Source: an optimization exercise on an open RTL-to-GDS flow (aim: small area, a short achievable clock period and few clock cycles per item). Production flows keep margins and buffers that such runs may drop. Only simulation tests tie the RTL to the original design; equivalence was not proved.

==> design/flow/flow/run.sh <==
#!/bin/bash
# Standard layout (bash standard.sh, its synthesis unchanged), with the ports
# buffered by buf_2 cells and timing repair aiming for a larger setup slack.
set -e
cp standard.sh standard.sh.log
export BUFFER_PORTS_ARGS="-buffer_cell sky130_fd_sc_hd__buf_2"
export SETUP_SLACK_MARGIN=10.2
bash standard.sh > standard_run.log 2>&1
==> design/flow/standard.sh <==
#!/bin/bash
# synth_recipe.tcl (not shown) runs the flow's synth.tcl, then flattens the netlist and writes it again
# the make line also repeats each setting of config.mk as NAME=value (left out here)
make -C /OpenROAD-flow-scripts/flow DESIGN_CONFIG=/design/flow/config.mk WORK_HOME=/design/flow/orfs CLKGATE_MAP_FILE= SYNTH_SCRIPT=/design/flow/synth_recipe.tcl "${@:-finish}"
==> design/flow/config.mk <==
export PLATFORM = sky130hd
export DESIGN_NAME = epoch_seconds_to_date
export DESIGN_NICKNAME = epoch_seconds_to_date
export VERILOG_FILES = /design/flow/design.v
export SDC_FILE = /design/flow/constraint.sdc
export NUM_CORES = 4
export LEC_CHECK = 0
export CAP_MARGIN = 20
export CORE_MARGIN = 2
export CORE_UTILIZATION = 40
export CTS_BUF_LIST = sky130_fd_sc_hd__clkbuf_8
export SLEW_MARGIN = 20
export SYNTH_HIERARCHICAL = 1
==> design/flow/constraint.sdc <==
create_clock -name core_clock -period 20.0 [get_ports {i_clk}]
set_input_delay 4.0000 -clock core_clock [delete_from_list [all_inputs] [get_ports {i_clk}]]
set_output_delay 4.0000 -clock core_clock [all_outputs]
set_load 0.01 [all_outputs]
==> design/flow/design.v <==
`timescale 1ns / 1ps
module epoch_seconds_to_date (
    input  logic        i_clk,
    input  logic        i_rst_n,
    input  logic        start,
    output logic        busy,
    input  logic [31:0] i_epoch_seconds,
    output logic        o_done,
    output logic [11:0] o_year,
    output logic [3:0]  o_month,
    output logic [4:0]  o_day,
    output logic [4:0]  o_hour,
    output logic [5:0]  o_minute,
    output logic [5:0]  o_second
);
    localparam logic [31:0] SKIP_2100 = 32'd4107542400;
    logic [24:0] q;
    logic [0:0]  skip;
    assign q    = i_epoch_seconds[31:7];
    assign skip = i_epoch_seconds >= SKIP_2100;
    logic a1;
    logic a2;
    logic a3;
    logic a4;
    logic a5;
    logic a6;
    logic a7;
    logic a8;
    logic a9;
    logic a10;
    logic a11;
    logic a12;
    logic a13;
    logic a14;
    logic a15;
    logic a16;
    logic a17;
    logic a18;
    logic a19;
    logic a20;
    logic a21;
    logic a22;
    logic a23;
    logic a24;
    logic a25;
    logic a26;
    logic a27;
    logic a28;
    logic a29;
    logic a30;
    logic a31;
    logic a32;
    logic a33;
    logic a34;
    logic a35;
    logic a36;
    logic a37;
    logic a38;
    logic a39;
    logic a40;
    logic a41;
    logic a42;
    logic a43;
    logic a44;
    logic a45;
    logic a46;
    logic a47;
    logic a48;
    logic a49;
    logic a50;
    logic a51;
    logic a52;
    logic a53;
    logic a54;
    logic a55;
    logic a56;
    logic a57;
    logic a58;
    logic a59;
    logic a60;
    logic a61;
    logic a62;
    logic a63;
    logic a64;
    logic a65;
    logic a66;
    logic a67;
    logic a68;
    logic a69;
    logic a70;
    logic a71;
    logic a72;
    logic a73;
    logic a74;
    logic a75;
    logic a76;
    logic a77;
    logic a78;
    logic a79;
    logic a80;
    logic a81;
    logic a82;
    logic a83;
    logic a84;
    logic a85;
    logic a86;
    logic a87;
    logic a88;
    logic a89;
    logic a90;
    logic a91;
    logic a92;
    logic a93;
    logic a94;
    logic a95;
    logic a96;
    logic a97;
    logic a98;
    logic a99;
    logic a100;
    logic a101;
    logic a102;
    logic a103;
    logic a104;
    logic a105;
    logic a106;
    logic a107;
    logic a108;
    logic a109;
    logic a110;
    logic a111;
    logic a112;
    logic a113;
    logic a114;
    logic a115;
    logic a116;
    logic a117;
    logic a118;
    logic a119;
    logic a120;
    logic a121;
    logic a122;
    logic a123;
    logic a124;
    logic a125;
    logic a126;
    logic a127;
    logic a128;
    logic a129;
    logic a130;
    logic a131;
    logic [18:0] dq_a, dq_b, dq_s;
    logic [15:0] dq;
    logic a132;
    logic a133;
    logic a134;
    logic a135;
    logic a136;
    logic a137;
    logic a138;
    logic a139;
    logic [8:0] n_yq_a, n_yq_b, n_yq_s;
    logic [7:0] n_yq;
    logic a140;
    logic a141;
    logic a142;
    logic a143;
    logic a144;
    logic a145;
    logic a146;
    logic a147;
    logic a148;
    logic a149;
    logic a150;
    logic a151;
    logic a152;
    logic a153;
    logic a154;
    logic a155;
    logic a156;
    logic a157;
    logic a158;
    logic a159;
    logic a160;
    logic a161;
    logic a162;
    logic a163;
    logic a164;
    logic a165;
    logic a166;
    logic a167;
    logic a168;
    logic a169;
    logic a170;
    logic a171;
    logic a172;
    logic a173;
    logic a174;
    logic a175;
    logic a176;
    logic a177;
    logic a178;
    logic a179;
    logic a180;
    logic a181;
    logic a182;
    logic a183;
    logic a184;
    logic a185;
    logic a186;
    logic a187;
    logic a188;
    logic a189;
    logic a190;
    logic a191;
    logic a192;
    logic a193;
    logic a194;
    logic [10:0] n_rem0_n_a, n_rem0_n_b, n_rem0_n_s;
    logic [10:0] n_rem0_n;
    logic [10:0] n_rem0;
    logic a195;
    logic a196;
    logic a197;
    logic a198;
    logic a199;
    logic a200;
    logic a201;
    logic a202;
    logic a203;
    logic a204;
    logic a205;
    logic a206;
    logic a207;
    logic a208;
    logic a209;
    logic a210;
    logic a211;
    logic a212;
    logic a213;
    logic a214;
    logic a215;
    logic a216;
    logic a217;
    logic a218;
    logic a219;
    logic a220;
    logic a221;
    logic a222;
    logic a223;
    logic a224;
    logic a225;
    logic a226;
    logic a227;
    logic a228;
    logic a229;
    logic a230;
    logic a231;
    logic a232;
    logic a233;
    logic a234;
    logic a235;
    logic a236;
    logic a237;
    logic a238;
    logic a239;
    logic a240;
    logic a241;
    logic a242;
    logic a243;
    logic a244;
    logic a245;
    logic a246;
    logic a247;
    logic a248;
    logic a249;
    logic a250;
    logic a251;
    logic a252;
    logic a253;
    logic a254;
    logic a255;
    logic a256;
    logic a257;
    logic a258;
    logic a259;
    logic a260;
    logic a261;
    logic a262;
    logic a263;
    logic a264;
    logic a265;
    logic a266;
    logic a267;
    logic a268;
    logic a269;
    logic a270;
    logic a271;
    logic a272;
    logic a273;
    logic a274;
    logic a275;
    logic a276;
    logic a277;
    logic a278;
    logic a279;
    logic a280;
    logic a281;
    logic a282;
    logic a283;
    logic a284;
    logic a285;
    logic a286;
    logic [12:0] n_doy0_a, n_doy0_b, n_doy0_s;
    logic [9:0] n_doy0;
    esd_ha u_a1 (.a(q[19]), .b(q[16]), .s(a1), .co(a2));
    esd_ha u_a3 (.a(q[20]), .b(q[17]), .s(a3), .co(a4));
    esd_ha u_a5 (.a(q[21]), .b(q[18]), .s(a5), .co(a6));
    esd_ha u_a7 (.a(q[22]), .b(q[19]), .s(a7), .co(a8));
    esd_fa u_a9 (.a(q[21]), .b(q[18]), .c(q[8]), .s(a9), .co(a10));
    esd_fa u_a11 (.a(q[22]), .b(q[19]), .c(q[9]), .s(a11), .co(a12));
    esd_ha u_a13 (.a(q[17]), .b(q[14]), .s(a13), .co(a14));
    esd_fa u_a15 (.a(q[23]), .b(q[20]), .c(q[10]), .s(a15), .co(a16));
    esd_fa u_a17 (.a(q[18]), .b(q[15]), .c(q[8]), .s(a17), .co(a18));
    esd_ha u_a19 (.a(q[24]), .b(q[21]), .s(a19), .co(a20));
    assign a21 = ~q[11];
    esd_fa u_a22 (.a(a1), .b(q[9]), .c(a21), .s(a22), .co(a23));
    esd_ha u_a24 (.a(q[22]), .b(q[12]), .s(a24), .co(a25));
    esd_fa u_a26 (.a(a3), .b(q[10]), .c(a2), .s(a26), .co(a27));
    esd_ha u_a28 (.a(q[23]), .b(q[13]), .s(a28), .co(a29));
    esd_fa u_a30 (.a(a5), .b(q[11]), .c(a4), .s(a30), .co(a31));
    esd_ha u_a32 (.a(q[24]), .b(q[14]), .s(a32), .co(a33));
    esd_fa u_a34 (.a(a7), .b(q[12]), .c(a6), .s(a34), .co(a35));
    esd_fa u_a36 (.a(q[23]), .b(q[20]), .c(q[13]), .s(a36), .co(a37));
    assign a38 = a8 ^ q[15];
    assign a39 = a8 & ~q[15];
    esd_fa u_a40 (.a(q[24]), .b(q[21]), .c(q[14]), .s(a40), .co(a41));
    assign a42 = ~q[17];
    esd_fa u_a43 (.a(q[22]), .b(q[15]), .c(a42), .s(a43), .co(a44));
    esd_ha u_a45 (.a(q[23]), .b(q[16]), .s(a45), .co(a46));
    esd_ha u_a47 (.a(q[24]), .b(q[17]), .s(a47), .co(a48));
    esd_ha u_a49 (.a(q[16]), .b(q[13]), .s(a49), .co(a50));
    assign a51 = ~a11;
    esd_fa u_a52 (.a(a13), .b(q[7]), .c(a51), .s(a52), .co(a53));
    assign a54 = ~a15;
    esd_fa u_a55 (.a(a17), .b(a14), .c(a54), .s(a55), .co(a56));
    assign a57 = ~a19;
    esd_fa u_a58 (.a(a22), .b(a18), .c(a57), .s(a58), .co(a59));
    assign a60 = ~a24;
    esd_fa u_a61 (.a(a26), .b(a23), .c(a60), .s(a61), .co(a62));
    assign a63 = ~a28;
    esd_fa u_a64 (.a(a30), .b(a27), .c(a63), .s(a64), .co(a65));
    assign a66 = ~a32;
    esd_fa u_a67 (.a(a34), .b(a31), .c(a66), .s(a67), .co(a68));
    assign a69 = ~a38;
    esd_fa u_a70 (.a(a36), .b(a35), .c(a69), .s(a70), .co(a71));
    esd_fa u_a72 (.a(a40), .b(q[16]), .c(a37), .s(a72), .co(a73));
    assign a74 = a43 ^ a41;
    assign a75 = a43 | a41;
    assign a76 = ~q[18];
    esd_fa u_a77 (.a(a45), .b(a44), .c(a76), .s(a77), .co(a78));
    assign a79 = ~q[19];
    esd_fa u_a80 (.a(a47), .b(a46), .c(a79), .s(a80), .co(a81));
    assign a82 = ~q[20];
    esd_fa u_a83 (.a(q[18]), .b(a48), .c(a82), .s(a83), .co(a84));
    esd_ha u_a85 (.a(a49), .b(q[6]), .s(a85), .co(a86));
    assign a87 = ~a10;
    esd_fa u_a88 (.a(a52), .b(a50), .c(a87), .s(a88), .co(a89));
    assign a90 = ~a12;
    esd_fa u_a91 (.a(a55), .b(a53), .c(a90), .s(a91), .co(a92));
    assign a93 = ~a16;
    esd_fa u_a94 (.a(a58), .b(a56), .c(a93), .s(a94), .co(a95));
    assign a96 = ~a20;
    esd_fa u_a97 (.a(a61), .b(a59), .c(a96), .s(a97), .co(a98));
    assign a99 = ~a25;
    esd_fa u_a100 (.a(a64), .b(a62), .c(a99), .s(a100), .co(a101));
    assign a102 = ~a29;
    esd_fa u_a103 (.a(a67), .b(a65), .c(a102), .s(a103), .co(a104));
    assign a105 = ~a33;
    esd_fa u_a106 (.a(a70), .b(a68), .c(a105), .s(a106), .co(a107));
    esd_fa u_a108 (.a(a72), .b(a39), .c(a71), .s(a108), .co(a109));
    assign a110 = ~a73;
    esd_fa u_a111 (.a(a74), .b(q[16]), .c(a110), .s(a111), .co(a112));
    assign a113 = a77 ^ a75;
    assign a114 = a77 | a75;
    assign a115 = a80 ^ a78;
    assign a116 = a80 | a78;
    assign a117 = a83 ^ a81;
    assign a118 = a83 | a81;
    esd_fa u_a119 (.a(q[21]), .b(q[19]), .c(a84), .s(a119), .co(a120));
    assign a121 = ~q[21];
    esd_fa u_a122 (.a(q[22]), .b(q[20]), .c(a121), .s(a122), .co(a123));
    assign a124 = ~q[22];
    esd_fa u_a125 (.a(q[23]), .b(q[21]), .c(a124), .s(a125), .co(a126));
    assign a127 = ~q[23];
    esd_fa u_a128 (.a(q[24]), .b(q[22]), .c(a127), .s(a128), .co(a129));
    assign a130 = q[23] ^ q[24];
    assign a131 = q[23] & ~q[24];
    assign dq_a = {~q[24], ~a130, a128, a125, a122, a119, ~a117, ~a115, ~a113, ~a111, a108, a106, a103, a100, a97, a94, a91, a88, a85};
    assign dq_b = {a131, a129, a126, a123, a120, a118, a116, a114, ~a112, a109, a107, a104, a101, a98, a95, a92, a89, a86, ~a9};
    assign dq_s = dq_a + dq_b;
    assign dq = dq_s[18:3];
    esd_ha u_a132 (.a(q[21]), .b(q[17]), .s(a132), .co(a133));
    esd_ha u_a134 (.a(q[22]), .b(q[18]), .s(a134), .co(a135));
    assign a136 = q[23] ^ q[19];
    assign a137 = q[23] | q[19];
    esd_ha u_a138 (.a(q[24]), .b(q[20]), .s(a138), .co(a139));
    assign n_yq_a = {1'b0, q[24], q[23], q[22], q[21], a138, ~a136, a134, a132};
    assign n_yq_b = {1'b0, 1'b0, 1'b0, 1'b0, a139, a137, a135, a133, 1'b1};
    assign n_yq_s = n_yq_a + n_yq_b;
    assign n_yq = n_yq_s[8:1];
    assign a140 = ~q[0];
    assign a141 = ~q[1];
    esd_fa u_a142 (.a(a141), .b(dq[0]), .c(dq[1]), .s(a142), .co(a143));
    assign a144 = ~q[2];
    esd_fa u_a145 (.a(a144), .b(dq[1]), .c(dq[2]), .s(a145), .co(a146));
    assign a147 = ~q[3];
    esd_fa u_a148 (.a(a147), .b(dq[2]), .c(dq[3]), .s(a148), .co(a149));
    assign a150 = ~q[4];
    esd_fa u_a151 (.a(a150), .b(dq[3]), .c(dq[4]), .s(a151), .co(a152));
    assign a153 = ~q[5];
    esd_fa u_a154 (.a(a153), .b(dq[0]), .c(dq[4]), .s(a154), .co(a155));
    esd_fa u_a156 (.a(dq[5]), .b(a152), .c(a154), .s(a156), .co(a157));
    assign a158 = ~q[6];
    esd_fa u_a159 (.a(a158), .b(dq[1]), .c(dq[5]), .s(a159), .co(a160));
    esd_fa u_a161 (.a(dq[6]), .b(a155), .c(a159), .s(a161), .co(a162));
    assign a163 = ~q[7];
    esd_fa u_a164 (.a(a163), .b(dq[0]), .c(dq[2]), .s(a164), .co(a165));
    esd_fa u_a166 (.a(dq[6]), .b(a164), .c(dq[7]), .s(a166), .co(a167));
    esd_fa u_a168 (.a(a160), .b(a166), .c(a162), .s(a168), .co(a169));
    assign a170 = ~q[8];
    esd_fa u_a171 (.a(a170), .b(dq[1]), .c(dq[3]), .s(a171), .co(a172));
    esd_fa u_a173 (.a(a165), .b(dq[7]), .c(a171), .s(a173), .co(a174));
    esd_fa u_a175 (.a(dq[8]), .b(a167), .c(a173), .s(a175), .co(a176));
    assign a177 = ~q[9];
    esd_fa u_a178 (.a(a177), .b(dq[0]), .c(dq[2]), .s(a178), .co(a179));
    esd_fa u_a180 (.a(dq[4]), .b(a178), .c(a172), .s(a180), .co(a181));
    esd_fa u_a182 (.a(dq[8]), .b(dq[9]), .c(a180), .s(a182), .co(a183));
    esd_fa u_a184 (.a(a174), .b(a182), .c(a176), .s(a184), .co(a185));
    assign a186 = ~q[10];
    esd_fa u_a187 (.a(a186), .b(dq[1]), .c(dq[3]), .s(a187), .co(a188));
    esd_fa u_a189 (.a(dq[5]), .b(a179), .c(a187), .s(a189), .co(a190));
    esd_fa u_a191 (.a(dq[9]), .b(dq[10]), .c(a181), .s(a191), .co(a192));
    esd_fa u_a193 (.a(a189), .b(a183), .c(a191), .s(a193), .co(a194));
    assign n_rem0_n_a = {a185, a184, a169, a168, a157, a156, a149, a146, a143, a142, a140};
    assign n_rem0_n_b = {a193, 1'b0, a175, 1'b0, a161, 1'b0, a151, a148, a145, 1'b0, dq[0]};
    assign n_rem0_n_s = n_rem0_n_a + n_rem0_n_b;
    assign n_rem0_n = n_rem0_n_s[10:0];
    assign n_rem0 = ~n_rem0_n;
    assign a195 = ~n_yq[0];
    assign a196 = ~n_yq[2];
    esd_fa u_a197 (.a(skip[0]), .b(a195), .c(a196), .s(a197), .co(a198));
    assign a199 = ~n_yq[1];
    assign a200 = ~n_yq[3];
    esd_fa u_a201 (.a(a199), .b(a200), .c(a198), .s(a201), .co(a202));
    assign a203 = ~n_yq[4];
    esd_fa u_a204 (.a(a196), .b(n_yq[0]), .c(a203), .s(a204), .co(a205));
    assign a206 = ~n_yq[5];
    esd_fa u_a207 (.a(a200), .b(n_yq[1]), .c(a206), .s(a207), .co(a208));
    assign a209 = ~n_yq[6];
    esd_fa u_a210 (.a(a203), .b(n_yq[2]), .c(n_yq[0]), .s(a210), .co(a211));
    esd_fa u_a212 (.a(a209), .b(a208), .c(a210), .s(a212), .co(a213));
    assign a214 = ~n_yq[7];
    esd_fa u_a215 (.a(a206), .b(n_yq[3]), .c(n_yq[1]), .s(a215), .co(a216));
    esd_fa u_a217 (.a(a214), .b(a211), .c(a215), .s(a217), .co(a218));
    assign a219 = ~(a213 ^ a217);
    assign a220 = a213 | a217;
    esd_fa u_a221 (.a(a209), .b(n_yq[4]), .c(n_yq[2]), .s(a221), .co(a222));
    esd_fa u_a223 (.a(a216), .b(a221), .c(a218), .s(a223), .co(a224));
    assign a225 = ~(a220 ^ a223);
    assign a226 = a220 | a223;
    esd_fa u_a227 (.a(a214), .b(n_yq[5]), .c(n_yq[3]), .s(a227), .co(a228));
    esd_fa u_a229 (.a(n_yq[0]), .b(a222), .c(a227), .s(a229), .co(a230));
    esd_fa u_a231 (.a(a229), .b(a224), .c(a226), .s(a231), .co(a232));
    esd_fa u_a233 (.a(n_yq[6]), .b(n_yq[4]), .c(n_yq[1]), .s(a233), .co(a234));
    esd_fa u_a235 (.a(a228), .b(a233), .c(a230), .s(a235), .co(a236));
    assign a237 = ~(a235 ^ a232);
    assign a238 = a235 | a232;
    esd_fa u_a239 (.a(n_yq[7]), .b(n_yq[5]), .c(n_yq[2]), .s(a239), .co(a240));
    esd_fa u_a241 (.a(a195), .b(a234), .c(a239), .s(a241), .co(a242));
    esd_fa u_a243 (.a(a241), .b(a236), .c(a238), .s(a243), .co(a244));
    assign a245 = ~a9;
    esd_fa u_a246 (.a(a94), .b(a92), .c(a197), .s(a246), .co(a247));
    esd_fa u_a248 (.a(a97), .b(a95), .c(a201), .s(a248), .co(a249));
    esd_fa u_a250 (.a(a100), .b(a98), .c(a202), .s(a250), .co(a251));
    esd_fa u_a252 (.a(a204), .b(a249), .c(a250), .s(a252), .co(a253));
    esd_fa u_a254 (.a(a103), .b(a101), .c(a205), .s(a254), .co(a255));
    esd_fa u_a256 (.a(a207), .b(a251), .c(a254), .s(a256), .co(a257));
    esd_fa u_a258 (.a(a106), .b(a104), .c(a212), .s(a258), .co(a259));
    esd_fa u_a260 (.a(a255), .b(a258), .c(a257), .s(a260), .co(a261));
    esd_fa u_a262 (.a(a108), .b(a107), .c(a219), .s(a262), .co(a263));
    esd_fa u_a264 (.a(a259), .b(a262), .c(a261), .s(a264), .co(a265));
    assign a266 = ~a111;
    esd_fa u_a267 (.a(a266), .b(a109), .c(a225), .s(a267), .co(a268));
    esd_fa u_a269 (.a(a263), .b(a267), .c(a265), .s(a269), .co(a270));
    assign a271 = ~a113;
    assign a272 = ~a112;
    esd_fa u_a273 (.a(a271), .b(a272), .c(a231), .s(a273), .co(a274));
    esd_fa u_a275 (.a(a268), .b(a273), .c(a270), .s(a275), .co(a276));
    assign a277 = ~a115;
    esd_fa u_a278 (.a(a277), .b(a114), .c(a237), .s(a278), .co(a279));
    esd_fa u_a280 (.a(a274), .b(a278), .c(a276), .s(a280), .co(a281));
    assign a282 = ~a117;
    esd_fa u_a283 (.a(a282), .b(a116), .c(a243), .s(a283), .co(a284));
    esd_fa u_a285 (.a(a279), .b(a283), .c(a281), .s(a285), .co(a286));
    assign n_doy0_a = {a285, a280, a275, a269, a264, a260, a253, a252, a247, a246, a91, a88, a85};
    assign n_doy0_b = {1'b1, 1'b0, 1'b0, 1'b0, 1'b0, 1'b0, a256, 1'b0, a248, 1'b1, a89, a86, a245};
    assign n_doy0_s = n_doy0_a + n_doy0_b;
    assign n_doy0 = n_doy0_s[12:3];
    logic        r_vld;
    logic [10:0] r_rem0;
    logic [9:0]  r_doy0;
    logic [7:0]  r_yq;
    logic [6:0]  r_s7;        
    always_ff @(posedge i_clk) begin
        if (!i_rst_n) r_vld <= 1'b0;
        else          r_vld <= start;
    end
    always_ff @(posedge i_clk) begin
        r_rem0 <= n_rem0;
        r_doy0 <= n_doy0;
        r_yq   <= n_yq;
        r_s7   <= i_epoch_seconds[6:0];
    end
    logic        negr;
    logic        negy;
    logic        lz;
    logic        wrap;
    logic [8:0]  doyb;
    logic [8:0]  base;
    logic [3:0]  mp;          
    logic [8:0]  mstart;
    logic        jf;          
    logic [11:0] year_m1, year_0, year_p1;
    assign negr = r_rem0[10];
    assign negy = r_doy0[9];
    assign lz   = r_yq[1:0] == 2'd0;
    assign doyb = lz ? r_doy0[8:0] + 9'd366 : r_doy0[8:0] + 9'd365;
    assign base = negy ? doyb : r_doy0[8:0];
    assign wrap = negr && (base == 9'd0);
    assign year_m1 = 12'd1967 + 12'(r_yq);
    assign year_0  = 12'd1968 + 12'(r_yq);
    assign year_p1 = 12'd1969 + 12'(r_yq);
    always_comb begin
        mp = 4'd0;
        if (negr ? base >= 9'd32 : base >= 9'd31) mp = 4'd1;
        if (negr ? base >= 9'd62 : base >= 9'd61) mp = 4'd2;
        if (negr ? base >= 9'd93 : base >= 9'd92) mp = 4'd3;
        if (negr ? base >= 9'd123 : base >= 9'd122) mp = 4'd4;
        if (negr ? base >= 9'd154 : base >= 9'd153) mp = 4'd5;
        if (negr ? base >= 9'd185 : base >= 9'd184) mp = 4'd6;
        if (negr ? base >= 9'd215 : base >= 9'd214) mp = 4'd7;
        if (negr ? base >= 9'd246 : base >= 9'd245) mp = 4'd8;
        if (negr ? base >= 9'd276 : base >= 9'd275) mp = 4'd9;
        if (negr ? base >= 9'd307 : base >= 9'd306) mp = 4'd10;
        if (negr ? base >= 9'd338 : base >= 9'd337) mp = 4'd11;
        if (wrap) mp = 4'd11;
        case (mp)
            4'd0:    mstart = 9'd0;
            4'd1:    mstart = 9'd31;
            4'd2:    mstart = 9'd61;
            4'd3:    mstart = 9'd92;
            4'd4:    mstart = 9'd122;
            4'd5:    mstart = 9'd153;
            4'd6:    mstart = 9'd184;
            4'd7:    mstart = 9'd214;
            4'd8:    mstart = 9'd245;
            4'd9:    mstart = 9'd275;
            4'd10:   mstart = 9'd306;
            default: mstart = 9'd337;
        endcase
    end
    logic [13:0] u;
    logic [15:0] x;
    logic w1;
    logic w2;
    logic w3;
    logic w4;
    logic w5;
    logic w6;
    logic w7;
    logic w8;
    logic w9;
    logic w10;
    logic w11;
    logic w12;
    logic w13;
    logic w14;
    logic w15;
    logic w16;
    logic w17;
    logic w18;
    logic w19;
    logic w20;
    logic w21;
    logic w22;
    logic w23;
    logic w24;
    logic w25;
    logic w26;
    logic w27;
    logic w28;
    logic w29;
    logic w30;
    logic w31;
    logic w32;
    logic w33;
    logic w34;
    logic w35;
    logic w36;
    logic w37;
    logic w38;
    logic w39;
    logic w40;
    logic w41;
    logic w42;
    logic w43;
    logic w44;
    logic w45;
    logic w46;
    logic w47;
    logic w48;
    logic w49;
    logic w50;
    logic w51;
    logic w52;
    logic w53;
    logic w54;
    logic w55;
    logic w56;
    logic w57;
    logic w58;
    logic w59;
    logic w60;
    logic w61;
    logic w62;
    logic w63;
    logic w64;
    logic w65;
    logic w66;
    logic w67;
    logic [13:0] h0_a, h0_b, h0_s;
    logic [4:0] h0;
    logic w68;
    logic w69;
    logic w70;
    logic w71;
    logic w72;
    logic w73;
    logic w74;
    logic w75;
    logic w76;
    logic w77;
    logic w78;
    logic w79;
    logic w80;
    logic w81;
    logic w82;
    logic w83;
    logic w84;
    logic w85;
    logic w86;
    logic w87;
    logic w88;
    logic w89;
    logic w90;
    logic w91;
    logic w92;
    logic w93;
    logic w94;
    logic w95;
    logic w96;
    logic w97;
    logic w98;
    logic w99;
    logic w100;
    logic w101;
    logic w102;
    logic w103;
    logic w104;
    logic w105;
    logic w106;
    logic w107;
    logic w108;
    logic w109;
    logic w110;
    logic w111;
    logic w112;
    logic w113;
    logic w114;
    logic w115;
    logic w116;
    logic w117;
    logic w118;
    logic w119;
    logic w120;
    logic w121;
    logic w122;
    logic [11:0] mt0_a, mt0_b, mt0_s;
    logic [5:0] mt0;
    assign u = {r_rem0, r_s7[6:4]};
    assign x = {r_rem0, r_s7[6:2]};
    assign w1 = ~u[13];
    esd_fa u_w2 (.a(w1), .b(u[9]), .c(u[7]), .s(w2), .co(w3));
    esd_fa u_w4 (.a(u[6]), .b(u[2]), .c(w2), .s(w4), .co(w5));
    esd_fa u_w6 (.a(u[10]), .b(u[8]), .c(u[7]), .s(w6), .co(w7));
    esd_fa u_w8 (.a(u[3]), .b(u[0]), .c(w3), .s(w8), .co(w9));
    esd_fa u_w10 (.a(w6), .b(w5), .c(w8), .s(w10), .co(w11));
    esd_fa u_w12 (.a(u[11]), .b(u[9]), .c(u[8]), .s(w12), .co(w13));
    esd_fa u_w14 (.a(u[4]), .b(u[1]), .c(w7), .s(w14), .co(w15));
    esd_fa u_w16 (.a(w12), .b(w9), .c(w14), .s(w16), .co(w17));
    esd_fa u_w18 (.a(u[12]), .b(u[10]), .c(u[9]), .s(w18), .co(w19));
    esd_fa u_w20 (.a(u[5]), .b(u[2]), .c(w13), .s(w20), .co(w21));
    esd_fa u_w22 (.a(w18), .b(w15), .c(w20), .s(w22), .co(w23));
    esd_fa u_w24 (.a(w1), .b(u[11]), .c(u[10]), .s(w24), .co(w25));
    esd_fa u_w26 (.a(u[6]), .b(u[3]), .c(w19), .s(w26), .co(w27));
    esd_fa u_w28 (.a(w24), .b(w21), .c(w26), .s(w28), .co(w29));
    assign w30 = ~(w23 ^ w28);
    assign w31 = w23 | w28;
    esd_fa u_w32 (.a(u[12]), .b(u[11]), .c(u[7]), .s(w32), .co(w33));
    esd_fa u_w34 (.a(u[4]), .b(w25), .c(w32), .s(w34), .co(w35));
    esd_fa u_w36 (.a(w27), .b(w34), .c(w29), .s(w36), .co(w37));
    assign w38 = ~(w31 ^ w36);
    assign w39 = w31 | w36;
    esd_fa u_w40 (.a(w1), .b(u[12]), .c(u[8]), .s(w40), .co(w41));
    esd_fa u_w42 (.a(u[5]), .b(w33), .c(w40), .s(w42), .co(w43));
    esd_fa u_w44 (.a(w35), .b(w42), .c(w37), .s(w44), .co(w45));
    esd_fa u_w46 (.a(w1), .b(u[9]), .c(u[6]), .s(w46), .co(w47));
    esd_fa u_w48 (.a(w41), .b(w46), .c(w43), .s(w48), .co(w49));
    esd_fa u_w50 (.a(u[10]), .b(u[7]), .c(w47), .s(w50), .co(w51));
    assign w52 = ~(w50 ^ w49);
    assign w53 = w50 | w49;
    esd_fa u_w54 (.a(u[11]), .b(u[8]), .c(w51), .s(w54), .co(w55));
    assign w56 = ~(w54 ^ w53);
    assign w57 = w54 | w53;
    esd_fa u_w58 (.a(u[12]), .b(u[9]), .c(w55), .s(w58), .co(w59));
    assign w60 = ~(w58 ^ w57);
    assign w61 = w58 | w57;
    esd_fa u_w62 (.a(w1), .b(u[10]), .c(w59), .s(w62), .co(w63));
    assign w64 = ~(u[11] ^ w63);
    assign w65 = u[11] | w63;
    assign w66 = ~(u[12] ^ w65);
    assign w67 = u[12] | w65;
    assign h0_a = {w66, w64, w61, w60, w56, w52, w45, w39, w38, w30, w17, w11, w10, w4};
    assign h0_b = {1'b0, 1'b0, w62, 1'b0, 1'b0, 1'b0, w48, w44, 1'b0, 1'b0, w22, w16, 1'b1, 1'b0};
    assign h0_s = h0_a + h0_b;
    assign h0 = h0_s[13:9];
    esd_fa u_w68 (.a(x[14]), .b(x[10]), .c(x[6]), .s(w68), .co(w69));
    assign w70 = ~x[15];
    esd_fa u_w71 (.a(w70), .b(x[11]), .c(x[7]), .s(w71), .co(w72));
    esd_fa u_w73 (.a(x[3]), .b(w69), .c(w71), .s(w73), .co(w74));
    esd_fa u_w75 (.a(x[12]), .b(x[8]), .c(x[4]), .s(w75), .co(w76));
    esd_fa u_w77 (.a(x[0]), .b(w72), .c(w75), .s(w77), .co(w78));
    esd_fa u_w79 (.a(x[13]), .b(x[9]), .c(x[5]), .s(w79), .co(w80));
    esd_fa u_w81 (.a(x[1]), .b(w76), .c(w79), .s(w81), .co(w82));
    esd_fa u_w83 (.a(x[14]), .b(x[10]), .c(x[6]), .s(w83), .co(w84));
    esd_fa u_w85 (.a(x[2]), .b(w80), .c(w83), .s(w85), .co(w86));
    esd_fa u_w87 (.a(w70), .b(x[11]), .c(x[7]), .s(w87), .co(w88));
    esd_fa u_w89 (.a(x[3]), .b(w84), .c(w87), .s(w89), .co(w90));
    assign w91 = ~(w86 ^ w89);
    assign w92 = w86 | w89;
    esd_fa u_w93 (.a(x[12]), .b(x[8]), .c(x[4]), .s(w93), .co(w94));
    esd_fa u_w95 (.a(w88), .b(w93), .c(w90), .s(w95), .co(w96));
    assign w97 = ~(w92 ^ w95);
    assign w98 = w92 | w95;
    esd_fa u_w99 (.a(x[13]), .b(x[9]), .c(x[5]), .s(w99), .co(w100));
    esd_fa u_w101 (.a(w94), .b(w99), .c(w96), .s(w101), .co(w102));
    assign w103 = ~(w98 ^ w101);
    assign w104 = w98 | w101;
    esd_fa u_w105 (.a(x[14]), .b(x[10]), .c(x[6]), .s(w105), .co(w106));
    esd_fa u_w107 (.a(w100), .b(w105), .c(w102), .s(w107), .co(w108));
    assign w109 = ~(w104 ^ w107);
    assign w110 = w104 | w107;
    esd_fa u_w111 (.a(w70), .b(x[11]), .c(x[7]), .s(w111), .co(w112));
    esd_fa u_w113 (.a(w106), .b(w111), .c(w108), .s(w113), .co(w114));
    esd_fa u_w115 (.a(x[12]), .b(x[8]), .c(w112), .s(w115), .co(w116));
    assign w117 = ~(w115 ^ w114);
    assign w118 = w115 | w114;
    esd_fa u_w119 (.a(x[13]), .b(x[9]), .c(w116), .s(w119), .co(w120));
    assign w121 = ~(w119 ^ w118);
    assign w122 = w119 | w118;
    assign mt0_a = {w121, w117, w110, w109, w103, w97, w91, w82, w78, w74, w73, x[2]};
    assign mt0_b = {1'b0, 1'b0, w113, 1'b0, 1'b0, 1'b0, 1'b0, w85, w81, w77, 1'b1, w68};
    assign mt0_s = mt0_a + mt0_b;
    assign mt0 = mt0_s[11:6];
    assign busy     = 1'b0;
    assign o_done   = r_vld;
    assign jf       = mp >= 4'd10;
    assign o_year   = (jf == (negy || wrap)) ? year_0 : (jf ? year_p1 : year_m1);
    assign o_month  = jf ? mp - 4'd9 : mp + 4'd3;
    assign o_day    = wrap ? 5'd28 + 5'(lz) : 5'(base) - 5'(mstart) + 5'(!negr);
    assign o_hour   = h0 + (negr ? 5'd24 : 5'd0);
    assign o_minute = mt0 + {h0[3:0], 2'b00};
    assign o_second = {x[3:0] + mt0[3:0], r_s7[1:0]};
endmodule
module esd_fa (
    input  logic a,
    input  logic b,
    input  logic c,
    output logic s,
    output logic co
);
    assign s  = a ^ b ^ c;
    assign co = (a & b) | (a & c) | (b & c);
endmodule
module esd_ha (
    input  logic a,
    input  logic b,
    output logic s,
    output logic co
);
    assign s  = a ^ b;
    assign co = a & b;
endmodule
==> run_results.csv <==
group,metric,value,unit
global_route,grt_pass1_wl,26.4,mm
clocking,max-clock-path-buffers,2,
clocking,cts_root_buf,"clkbuf_8",
clocking,clk_pin_slew,0.09,ns
sta,timing.final.crit_share,48.2,%
logic_synthesis,syn_area,7740,µm²
flow_run,drv_cap,0,
route,vias_per_cell,4.89,
place,pre_cts_slack,9.72,ns
sta,hold_viol_final,0,
place,place_congestion,0.815,
floorplanning,placementRows,50,
sta,fmax,0.104,GHz
logic_synthesis,async_flop_share,0,%
sta,fin_ws,10.35,ns
sta,fin_setup_tns,0,ns
critical_path,critical_path_required,20.17,ns
worst_hold_path,hold_depth,1,
place,place_inst,1069,
sta,finalSetupViolations,0,
outcome,status,"timing/DRC/antenna clean",
critical_path,worst_setup_path_end_kind,"flop",
layout,instances_no_fill,1097,
logic_synthesis,synth_top_area_share,36.7,%
critical_path,start_kind,"input pin",
critical_path,slowest_delay,0.56,ns
logic_synthesis,syn_nets,1029,
sta,max_slew.worst_pin.slew,0.664,ns
layout,layout_commonest_cell,"fa_1",
clocking,cts_buffers,5,
place,place_area,8340,µm²
floorplanning,core-area,18800,µm²
logic_synthesis,synth_edf_count,0,
route,drc,0,
global_route,grt_usage,16.0,%
sta,finalMaxSlewViolations,0,
layout,syn_to_final_growth,14.3,%
layout,diodes,0,
layout,drive_above_1_share,19.5,%
layout,nets,1115,
route,drt-initial-drc-count,138,
floorplanning,pin_count,75,
global_route,grt_max_degree,14,
floorplanning,die_x,143,µm
clocking,cts_hold_buf,0,
critical_path,worst_path_max_delay_cell,"fa_1",
logic_synthesis,synthTopCellsByArea,"fa_1 (37%), ha_1 (16%), dfxtp_1 (9.6%), inv_1 (5.8%), xnor2_1 (5.1%)",
logic_synthesis,ys_ff_latch,37,
floorplanning,start_util,41.1,%
logic_synthesis,ys.flop_type,"dfxtp_1",
layout,num-fill-cells,1769,
clocking,htreeDepth,2,
clocking,cts_tree,"yes",
logic_synthesis,yosysWarnings,7,
global_route,antenna_found_initial,0,
sta,rsz0062_at_grt,"yes",
route,postRouteAntennaNets,0,
route,wl,15.7,mm
sta,holdWs,3.80,ns
critical_path,worstPathMaxFanout,6,
floorplanning,die_y,143,µm
logic_synthesis,yosysTopAreaCell,"fa_1",
route,routedWlPerCell,14.3,µm
sta,finalCriticalPeriod,9.65,ns
layout,stdcell_area,8860,µm²
sta,relSlewSlack,55.6,%
worst_hold_path,hold_path.class,"in2reg",
route,drt_first_pass_iters,4,
logic_synthesis,ys_types,77,
critical_path,crit_top_cell,"fa_1",
logic_synthesis,synth.avg_cell_area,10.3,µm²
place,io_buffers,73,
clocking,cts_sinks,37,
global_route,overflow,0,
logic_synthesis,netlist_instances,750,
global_route,grt_pass1_vias,5488,
place,place_hpwl,13.5,mm
critical_path,timing_worst_setup_path_type,"in2reg",
floorplanning,dieArea,20500,µm²
critical_path,arrival,9.82,ns
logic_synthesis,seq_area_frac_synth,9.56,%
layout,most-common-layout-cells,"fa_1 (141), inv_1 (116), ha_1 (101), buf_2 (70), xnor2_1 (37)",
critical_path,path_cells,"buf_2, inv_1, ha_1, inv_1, ha_1, a21oi_1, nor2_1, nor2_2, nor2b_1, o21ai_2, xnor2_4, inv_2, fa_1, fa_1, fa_1, fa_1, fa_1, fa_1, fa_1, fa_1, fa_1, xnor2_1",
route,vias,5366,
## worst max-delay path, delay by kind of cell
kind | cells | cell delay, ns
AOI/OAI and AO/OA | 2 | 0.40
xor gates and xnor gates | 2 | 0.29
adders and majority gates | 11 | 4.49
buffers and inverters | 4 | 0.39
and+or+nand+nor | 3 | 0.24
## cells by family after synthesis
logic type / after synthesis / synth area share [%]
xor gates and xnor gates: 67 / 7.58
and+or+nand+nor: 124 / 8.37
other: 1 / 0.0484
adders and majority gates: 244 / 53.2
AOI/OAI and AO/OA: 134 / 12.8
muxes: 9 / 1.36
buffers and inverters: 134 / 7.06
DFF: 37 / 9.56
## repair_timing
item / in CTS / in global routing
resized for setup: 15 / 36
buffers inserted: 1 / 19
setup endpoints to repair: 13 / 12
pin swaps: 0 / 9
## synth_stat cells (3+ instances only)
master,number
dfxtp_1,37
xnor2_1,45
ha_1,102
nor2_1,36
nor4_1,3
nand4_1,4
fa_1,142
a211oi_1,3
buf_6,3
xor2_1,22
buf_4,4
nand3_1,7
mux2i_1,6
a31oi_1,7
a21o_1,14
inv_1,120
o21a_1,8
o21ai_1,4
a21oi_1,28
o211ai_1,8
nor3_1,11
nor2b_1,9
nand2_1,27
buf_2,5
nand2b_1,7
o21bai_1,5
o21ai_0,22
## per-layer routing
metal  GRT usage (%)  wire (µm)
met5               0          0
met4            2.55        148
met3            1.11        329
met2            27.4       7730
met1            22.6       7480
## per-stage QoR
| stage | utilization (%) |
|---|---|
| after global placement | 44.3 |
| after global routing | 47.0 |
| final | 47.0 |
| after detailed placement | 44.3 |
| after floorplan | - |
| after CTS | 45.4 |
## area by class of cell
class	instances	area (µm²)	share of cell area, %
inverters	120	454	5.13
clock buffers	6	82.6	0.932
repair buffers	93	523	5.91
well taps	260	325	3.67
clock inverters	2	37.5	0.424
multi-input cells	579	6690	75.5
flip-flops and latches	37	747	8.43
## state kept, by name, summed over array words and instances (netlist names)
register / cells
r_rem0: 11
r_s7: 7
r_vld: 1
r_yq: 8
r_doy0: 10
## worst paths after layout
check	startpoint	to	slack, ns
max	i_epoch_seconds[26]	r_doy0[9]	10.35
min	i_epoch_seconds[2]	r_s7[2]	3.80
## modules after synthesis (local to each module, per instance)
module / cells / times used / cell area (µm²) / flops+latches
epoch_seconds_to_date: 597 / 1 / 4800 / 37
esd_fa: 1 / 137 / 20.0 / 0
esd_ha: 1 / 16 / 12.5 / 0
Testbench counts, summed over its fixed seeds: cycles 3,208, items 3,200.

[what the ideal ports hide]
How much do the figures lean on ideal ports? The routed layout below was timed once more, with nothing changed but the port constraints.
Step 1 (the two cells are an assumption about what drives the block):
set clk [get_ports {i_clk}]
set_driving_cell -lib_cell sky130_fd_sc_hd__clkbuf_16 $clk
set_driving_cell -lib_cell sky130_fd_sc_hd__buf_2 [delete_from_list [all_inputs] $clk]
Step 2 also shifts input and output timing later by t, the mid clock arrival at the registers, as if the neighbouring blocks saw the same clock.
a / b / c = ideal ports / drivers / drivers and shift; a / b = the first two.
t, ns: 0.318
slack for setup (ns): 10.355 / 10.364 / 10.046
hold slack, ns: 3.797 / 3.787 / 4.105
worst setup path at the end: input to register
After both steps this run still meets setup and hold. The setup slack of this run moves by +0.009 ns with the drivers and by -0.309 ns with both steps.
